Background: an optimization exercise with open tools, aiming at small area. Do not read the settings as production practice.
In this exercise RTL edits were held to simulation tests only and were not proved equivalent to the original.

==> design.v <==
module draw_pixelgen_px #(
  parameter  int unsigned LANES = 2,
  parameter  int unsigned CW    = 8,
  localparam int unsigned PW    = 4 * CW,
  localparam int unsigned DW    = LANES * PW
) (
  input  logic          CLK,
  input  logic          RST_X,
  input  logic          INIT,
  input  logic          START,
  input  logic [15:0]   REG_COUNT,
  input  logic          REG_PATMODE,
  input  logic [PW-1:0] REG_FCOLOR,
  input  logic          REG_ST_ON,
  input  logic [3:0]    REG_SCOLOR_MASK,
  input  logic [PW-1:0] REG_SCOLOR_L,
  input  logic [PW-1:0] REG_SCOLOR_H,
  input  logic          REG_BLEND_ON,
  input  logic [2:0]    REG_SEL_A,
  input  logic [2:0]    REG_SEL_B,
  input  logic [2:0]    REG_SEL_C,
  input  logic [2:0]    REG_SEL_D,
  input  logic [2:0]    REG_SEL_E,
  input  logic [CW-1:0] REG_SRCCA,
  input  logic [PW-1:0] REG_COEF0,
  input  logic [PW-1:0] REG_COEF1,
  input  logic [DW-1:0] SRC_DATA,
  input  logic [DW-1:0] DST_DATA,
  input  logic          SRC_EMPTY,
  input  logic          DST_EMPTY,
  input  logic          WR_AFULL,
  output logic          SRC_RD,
  output logic          DST_RD,
  output logic          WR_WR,
  output logic [DW-1:0] PIXEL_DATA,
  output logic          BUSY,
  output logic          DONE,
  output logic [1:0]    ERROR
);
  localparam int unsigned SW = 2 * CW + 1;
  localparam logic [CW-1:0] CMAX = '1;
  typedef enum logic [1:0] {
    ST_IDLE  = 2'd0,
    ST_RUN   = 2'd1,
    ST_DRAIN = 2'd2
  } state_t;
  state_t      state;
  logic [15:0] rem;
  logic        v1;
  logic        v2;
  logic        issue_c;
  logic [LANES-1:0]                trans_c, trans_q;
  logic [LANES-1:0][PW-1:0]        src_px_c, src_q;
  logic [LANES-1:0][PW-1:0]        dst_px_c, dst_q;
  logic [LANES-1:0][3:0][CW-1:0]   opa_c, opb_c, opc_c, opd_c, ope_c;
  logic [LANES-1:0][3:0][CW-1:0]   opa_q, opb_q, opc_q, opd_q, ope_q;
  logic [DW-1:0]                   src_w_c;
  logic [DW-1:0]                   pix_c;
  function automatic logic [CW-1:0] sel_op(
    input logic [2:0]    sel,
    input logic [CW-1:0] s_ch, d_ch, s_a, d_a, ca, c0, c1
  );
    logic [CW-1:0] r;
    case (sel)
      3'd0:    r = s_ch;
      3'd1:    r = d_ch;
      3'd2:    r = ca;
      3'd3:    r = s_a;
      3'd4:    r = d_a;
      3'd5:    r = c0;
      3'd6:    r = c1;
      default: r = '0;
    endcase
    sel_op = r;
  endfunction
  assign issue_c = (state == ST_RUN) && !INIT && !WR_AFULL && !DST_EMPTY &&
                   (REG_PATMODE || !SRC_EMPTY);
  assign DST_RD  = issue_c;
  assign SRC_RD  = issue_c && !REG_PATMODE;
  always_ff @(posedge CLK or negedge RST_X) begin
    if (!RST_X) begin
      state <= ST_IDLE;
      rem   <= '0;
      BUSY  <= 1'b0;
      DONE  <= 1'b0;
      ERROR <= '0;
    end else if (INIT) begin
      state <= ST_IDLE;
      rem   <= '0;
      BUSY  <= 1'b0;
      DONE  <= 1'b0;
      ERROR <= '0;
    end else begin
      DONE <= 1'b0;
      if (START && BUSY) ERROR[0] <= 1'b1;
      case (state)
        ST_IDLE: begin
          if (START) begin
            if (REG_COUNT == 16'd0) begin
              DONE     <= 1'b1;
              ERROR[1] <= 1'b1;
            end else begin
              rem   <= REG_COUNT;
              BUSY  <= 1'b1;
              state <= ST_RUN;
            end
          end
        end
        ST_RUN: begin
          if (issue_c) begin
            rem <= rem - 16'd1;
            if (rem == 16'd1) state <= ST_DRAIN;
          end
        end
        ST_DRAIN: begin
          if (!v1 && !v2) begin
            state <= ST_IDLE;
            BUSY  <= 1'b0;
            DONE  <= 1'b1;
          end
        end
        default: state <= ST_IDLE;
      endcase
    end
  end
  always_ff @(posedge CLK or negedge RST_X) begin
    if (!RST_X) begin
      v1    <= 1'b0;
      v2    <= 1'b0;
      WR_WR <= 1'b0;
    end else if (INIT) begin
      v1    <= 1'b0;
      v2    <= 1'b0;
      WR_WR <= 1'b0;
    end else begin
      v1    <= issue_c;
      v2    <= v1;
      WR_WR <= v2;
    end
  end
  always_comb begin
    trans_c  = '0;
    src_px_c = '0;
    dst_px_c = '0;
    opa_c    = '0;
    opb_c    = '0;
    opc_c    = '0;
    opd_c    = '0;
    ope_c    = '0;
    src_w_c  = REG_PATMODE ? {LANES{REG_FCOLOR}} : SRC_DATA;
    for (int i = 0; i < LANES; i++) begin
      logic [PW-1:0] s_px;
      logic [PW-1:0] d_px;
      logic          key;
      s_px = src_w_c[DW-1-i*PW -: PW];
      d_px = DST_DATA[DW-1-i*PW -: PW];
      key  = 1'b1;
      for (int c = 0; c < 4; c++) begin
        if (REG_SCOLOR_MASK[c] &&
            ((s_px[c*CW +: CW] < REG_SCOLOR_L[c*CW +: CW]) ||
             (s_px[c*CW +: CW] > REG_SCOLOR_H[c*CW +: CW])))
          key = 1'b0;
        opa_c[i][c] = sel_op(REG_SEL_A, s_px[c*CW +: CW], d_px[c*CW +: CW], s_px[PW-1 -: CW],
                             d_px[PW-1 -: CW], REG_SRCCA, REG_COEF0[c*CW +: CW], REG_COEF1[c*CW +: CW]);
        opb_c[i][c] = sel_op(REG_SEL_B, s_px[c*CW +: CW], d_px[c*CW +: CW], s_px[PW-1 -: CW],
                             d_px[PW-1 -: CW], REG_SRCCA, REG_COEF0[c*CW +: CW], REG_COEF1[c*CW +: CW]);
        opc_c[i][c] = sel_op(REG_SEL_C, s_px[c*CW +: CW], d_px[c*CW +: CW], s_px[PW-1 -: CW],
                             d_px[PW-1 -: CW], REG_SRCCA, REG_COEF0[c*CW +: CW], REG_COEF1[c*CW +: CW]);
        opd_c[i][c] = sel_op(REG_SEL_D, s_px[c*CW +: CW], d_px[c*CW +: CW], s_px[PW-1 -: CW],
                             d_px[PW-1 -: CW], REG_SRCCA, REG_COEF0[c*CW +: CW], REG_COEF1[c*CW +: CW]);
        ope_c[i][c] = sel_op(REG_SEL_E, s_px[c*CW +: CW], d_px[c*CW +: CW], s_px[PW-1 -: CW],
                             d_px[PW-1 -: CW], REG_SRCCA, REG_COEF0[c*CW +: CW], REG_COEF1[c*CW +: CW]);
      end
      trans_c[i]  = REG_ST_ON && key;
      src_px_c[i] = s_px;
      dst_px_c[i] = d_px;
    end
  end
  always_ff @(posedge CLK or negedge RST_X) begin
    if (!RST_X) begin
      trans_q <= '0;
      src_q   <= '0;
      dst_q   <= '0;
      opa_q   <= '0;
      opb_q   <= '0;
      opc_q   <= '0;
      opd_q   <= '0;
      ope_q   <= '0;
    end else if (v1) begin
      trans_q <= trans_c;
      src_q   <= src_px_c;
      dst_q   <= dst_px_c;
      opa_q   <= opa_c;
      opb_q   <= opb_c;
      opc_q   <= opc_c;
      opd_q   <= opd_c;
      ope_q   <= ope_c;
    end
  end
  always_comb begin
    pix_c = '0;
    for (int i = 0; i < LANES; i++) begin
      logic [PW-1:0] blend_px;
      logic [PW-1:0] out_px;
      logic [SW-1:0] acc;
      blend_px = '0;
      out_px   = '0;
      acc      = '0;
      for (int c = 0; c < 4; c++) begin
        acc = SW'(opa_q[i][c]) * SW'(opb_q[i][c]) + SW'(opc_q[i][c]) * SW'(opd_q[i][c]);
        acc = (acc >> CW) + SW'(ope_q[i][c]);
        blend_px[c*CW +: CW] = (acc > SW'(CMAX)) ? CMAX : CW'(acc);
      end
      if (trans_q[i])        out_px = dst_q[i];
      else if (REG_BLEND_ON) out_px = blend_px;
      else                   out_px = src_q[i];
      pix_c[DW-1-i*PW -: PW] = out_px;
    end
  end
  always_ff @(posedge CLK or negedge RST_X) begin
    if (!RST_X)  PIXEL_DATA <= '0;
    else if (INIT) PIXEL_DATA <= '0;
    else if (v2) PIXEL_DATA <= pix_c;
  end
endmodule
==> constraint.sdc <==
create_clock -name core_clock -period 9.0 [get_ports {CLK}]
set_input_delay 1.8000 -clock core_clock [delete_from_list [all_inputs] [get_ports {CLK}]]
set_output_delay 1.8000 -clock core_clock [all_outputs]
set_load 0.01 [all_outputs]
==> run.sh <==
#!/bin/bash
# synth_recipe.tcl (not shown) runs the flow's synth.tcl, then flattens the netlist and writes it again
# the make line also repeats each setting of config.mk as NAME=value (left out here)
make -C /OpenROAD-flow-scripts/flow DESIGN_CONFIG=/design/flow/config.mk WORK_HOME=/design/flow/orfs CLKGATE_MAP_FILE= SYNTH_SCRIPT=/design/flow/synth_recipe.tcl finish
==> config.mk <==
export PLATFORM = sky130hd
export DESIGN_NAME = draw_pixelgen_px
export DESIGN_NICKNAME = draw_pixelgen_px
export VERILOG_FILES = /design/flow/design.v
export SDC_FILE = /design/flow/constraint.sdc
export NUM_CORES = 4
export LEC_CHECK = 0
export CAP_MARGIN = 20
export CELL_PAD_IN_SITES_DETAIL_PLACEMENT = 1
export CELL_PAD_IN_SITES_GLOBAL_PLACEMENT = 2
export CORE_MARGIN = 2
export CORE_UTILIZATION = 35
export SLEW_MARGIN = 20
==> summary.md <==
| Metric | Value |
|---|---|
| Peak Freq | `0.125 GHz` |
| CTS Hold Bufs | `0` |
| Root buf cell | `clkbuf_16` |
| First-pass GRT wire length | `464 mm` |
| Top cells by count, synth | `1405 x inv_1, 1097 x nor2_1, 776 x fa_1` |
| WHS | `0.497 ns` |
| Slew Viols, Final | `0` |
| Cell mode on critical path | `fa_1` |
| Synthesized Nets | `9451` |
| Post-synthesis xor/xnor area fraction | `0.0154` |
| Clk_skew | `0.0275 ns` |
| R2r setup slk | `0.98 ns` |
| Critical path peak fanout | `8` |
| Post-synthesis compound-gate area fraction | `0.170` |
| Die Span Y | `440 um` |
| ANT nets after route | `0` |
| Clock tree buffer depth | `3` |
| Most frequent cell after synthesis | `inv_1` |
| CTS tree | `yes` |
| Status | `no timing/DRC/antenna violations` |
| I/O pin count | `412` |
| Crit path launch type | `flip-flop` |
| Ys Warns | `1` |
| Core box area | `190000 um2` |
| Post-CTS Setup Repair Bufs | `0` |
| Tcrit/Tclk final | `0.891` |
| Drt drc | `0` |
| Pin count of the biggest net entering global routing | `168` |
| Final setup vio count | `0` |
| # fillers | `22000` |
| Cell Chain, Critical Path | `inv_1 > nor2_1 > fa_1 > inv_1 > fa_1 > inv_1 > fa_1 > fa_1 > fa_1 > fa_1 > ha_1 > o21ai_0 > nor2_1 > o21a_1 > nor2_1 > ha_1 > a21o_1 > a21oi_1 > nor2_1 > o311ai_0 > nor4b_1 > nor4_1 > o221ai_1 > a311oi_1` |
| PostCTS Resize Cnt | `0` |
| Min-delay src | `dst_q[40]$_DFFE_PN0P_` |
| Row Count | `160` |
| Initial Util | `0.351` |
| Final core utilization | `0.409` |
| Gpl congestion | `0.968` |
| Hold Path Stages | `1` |
| Worst Setup End Kind | `flip-flop` |
| Synth area leaders | `fa_1 23%, dfrtp_1 20%, ha_1 13%` |
| Post-DP HPWL | `268 mm` |
| Min Clock Period, post-route | `8.02 ns` |
| Worst min path class | `flip-flop to flip-flop` |
| Area after DPL | `75100 um2` |
| Drt via density | `5.66` |
| MaxCap Viol Count | `0` |
| RSZ-0062 raised after global routing | `no` |
| Worst Hold Endpoint | `dst_q[40]$_DFFE_PN0P_` |
| Cell Area, Synth | `66700 um2` |
| Worst-Skew Late Latency | `0.73 ns` |
| Area Growth Syn to Fin | `16.5%` |
| Fraction of the mapped netlist area in adder cells | `0.364` |
| Synth area leader | `fa_1` |
| Worst Reg-to-Reg Cells | `24` |
| Footprint of the multi-input gates | `47100 um2` |
| Vias in the first global route | `63700` |
| Sequential share of the synthesized area | `0.202` |
| Iteration-0 DRC Markers | `4989` |
| Synth top area share | `0.233` |
| Num CTS Buffers | `75` |
| Critical path arrival | `8.57 ns` |
| Max incr delay on CP | `0.67 ns` |
| Vias | `60400` |
| Critical-path top delay cell | `nor4b_1` |
| Worst reg2reg path endpoint | `PIXEL_DATA[34]$_DFFE_PN0P_` |
| DRT Pass-1 Iters | `6` |
| Routed len/inst | `30.6 um` |
| R2r startpoint | `opc_q[5]$_DFFE_PN0P_` |
| CTS sink cnt | `539` |
| CTS H-tree lvls | `3` |
| Synth Area in Simple Gates | `0.124` |
| Initial antenna violation count | `48` |
| Post-Route WL | `327 mm` |
| Crit path required time | `9.55 ns` |
| Post-Syn Area per Cell | `8.73 um2` |
| FF+latch count, synth | `539` |
| NumNets Final | `9877` |
| TNS Setup | `0 ns` |
| Number of flops mapped to enable cells by yosys | `0` |
| Post-synth ARST share | `1.00` |
| Setup CP Type | `flip-flop to flip-flop` |
| Worst slew pin tran | `1.33 ns` |
| Fin. Hold Viols | `0` |
| Top FF cell, synth | `dfrtp_1` |
| Clk slew on worst S/H paths | `0.07 ns` |
| Layout cell share with drive strength beyond 1 | `0.0683` |
| Cell area after layout | `77700 um2` |
| GRT Util Overall | `0.335` |
| Register area | `13500 um2` |
| Syn Inst Count | `7636` |
| Total gr overflow | `0` |
| Mux contribution to synthesized area | `0.0281` |
| Distinct cells, synth | `80` |
| Port buffer count | `411` |
| Die width | `440 um` |
| Die ar. | `194000 um2` |
| Largest family of logic cells by synthesized area | `adder cells` |
| Rel. slew slack | `0.105` |
==> worst max path at each step <==
stage,from,end,slack [ns]
2_1_floorplan,opa_q[4]$_DFFE_PN0P_,PIXEL_DATA[34]$_DFFE_PN0P_,1.89
3_3_place_gp,opc_q[5]$_DFFE_PN0P_,PIXEL_DATA[34]$_DFFE_PN0P_,1.30
6_report,opc_q[5]$_DFFE_PN0P_,PIXEL_DATA[34]$_DFFE_PN0P_,0.98
5_1_grt,opa_q[19]$_DFFE_PN0P_,PIXEL_DATA[50]$_DFFE_PN0P_,0.53
4_1_cts,opb_q[9]$_DFFE_PN0P_,PIXEL_DATA[46]$_DFFE_PN0P_,1.0
3_5_place_dp,opb_q[9]$_DFFE_PN0P_,PIXEL_DATA[46]$_DFFE_PN0P_,1.02
==> metrics by stage <==
| stage | setup slack [ns] | std cells |
|---|---|---|
| after floorplan | 1.89 | 7636 |
| after global placement | 1.30 | 10500 |
| after detailed placement | 1.02 | 10500 |
| after CTS | 0.998 | 10600 |
| after global routing | 0.534 | 10600 |
| final | 0.984 | 10700 |
==> kinds of logic (layout without fill, tap and decap cells) <==
group,after synthesis,after routing
AO/OA/AOI/OAI,1643,1643
flip-flops,539,539
buffers and inverters,1716,2201
adder cells (fa/ha/maj),1474,1474
multiplexers,175,175
AND/OR/NAND/NOR,1972,1972
other,0,25
XOR/XNOR,117,117
==> metal layers <==
| layer | wire, um | GRT usage |
|---|---|---|
| met1 | 127000 | 0.403 |
| met2 | 161000 | 0.576 |
| met3 | 20200 | 0.0559 |
| met4 | 17700 | 0.169 |
| met5 | 131 | 0 |
==> cells in the final DEF (no fill, tap or decap), types with 57 or more instances in the layout <==
cell | synthesis | layout
a21o_1 | 73 | 73
a22o_1 | 121 | 121
ha_1 | 698 | 698
o22ai_1 | 327 | 327
mux2_2 | 78 | 78
inv_1 | 1405 | 1405
dfrtp_1 | 539 | 536
nand2_1 | 546 | 541
buf_4 | 0 | 240
o21ai_0 | 261 | 221
clkdlybuf4s50_1 | 0 | 407
a21oi_1 | 273 | 273
fa_1 | 776 | 776
xnor2_1 | 74 | 74
a221oi_1 | 82 | 82
a2111oi_0 | 249 | 176
nor2_1 | 1097 | 1081
mux2i_1 | 95 | 89
a2111oi_1 | 0 | 57
nor2b_1 | 74 | 74
clkbuf_16 | 0 | 77
==> worst max-delay path, delay by kind of cell (launching register included) <==
| kind | cells | cell delay (ns) |
|---|---|---|
| AO/OA/AOI/OAI | 7 | 2.08 |
| buffers and inverters | 3 | 0.34 |
| adder cells (fa/ha/maj) | 8 | 3.60 |
| flip-flops | 1 | 0.38 |
| AND/OR/NAND/NOR | 6 | 1.42 |
==> registers in the layout (all words and copies together) (netlist names), 16 cells and up <==
signal and count:
opb_q 64, PIXEL_DATA 64, opa_q 64, dst_q 64, opd_q 64, ope_q 64, opc_q 64, rem 16
src_q 64
==> area by class of cell <==
cell class                 count  area share
antenna                       25    0.000805
clock buffer                  99      0.0269
clock inverter                37     0.00549
inverter                    1407      0.0680
multi-input combinational   5381       0.607
sequential                   539       0.174
tap                         2511      0.0405
timing repair buffer         658      0.0778

[static timing again, ports no longer ideal]
The flow's constraints put no driver on any port. The routed layout listed below was extracted and timed again, unchanged, in two steps.
Step 1, drivers: a clkbuf_16 drives CLK and a buf_2 each remaining input, both assumed.
Step 2 times the ports against the registers' clock, not the clock port: input delays grow and output delays shrink by t, the midpoint of the rising clock arrivals with the driver on.
Slacks: ideal / step 1 / step 2; pairs: ideal / step 1.
t, ns: 0.803
setup WS [ns]: 0.984 / 0.984 / 0.984
pins driven straight from the clock port: 1
After both steps setup and hold are still met in this run. The setup slack of this run moves by 0.000 ns with the drivers and by 0.000 ns with both steps.
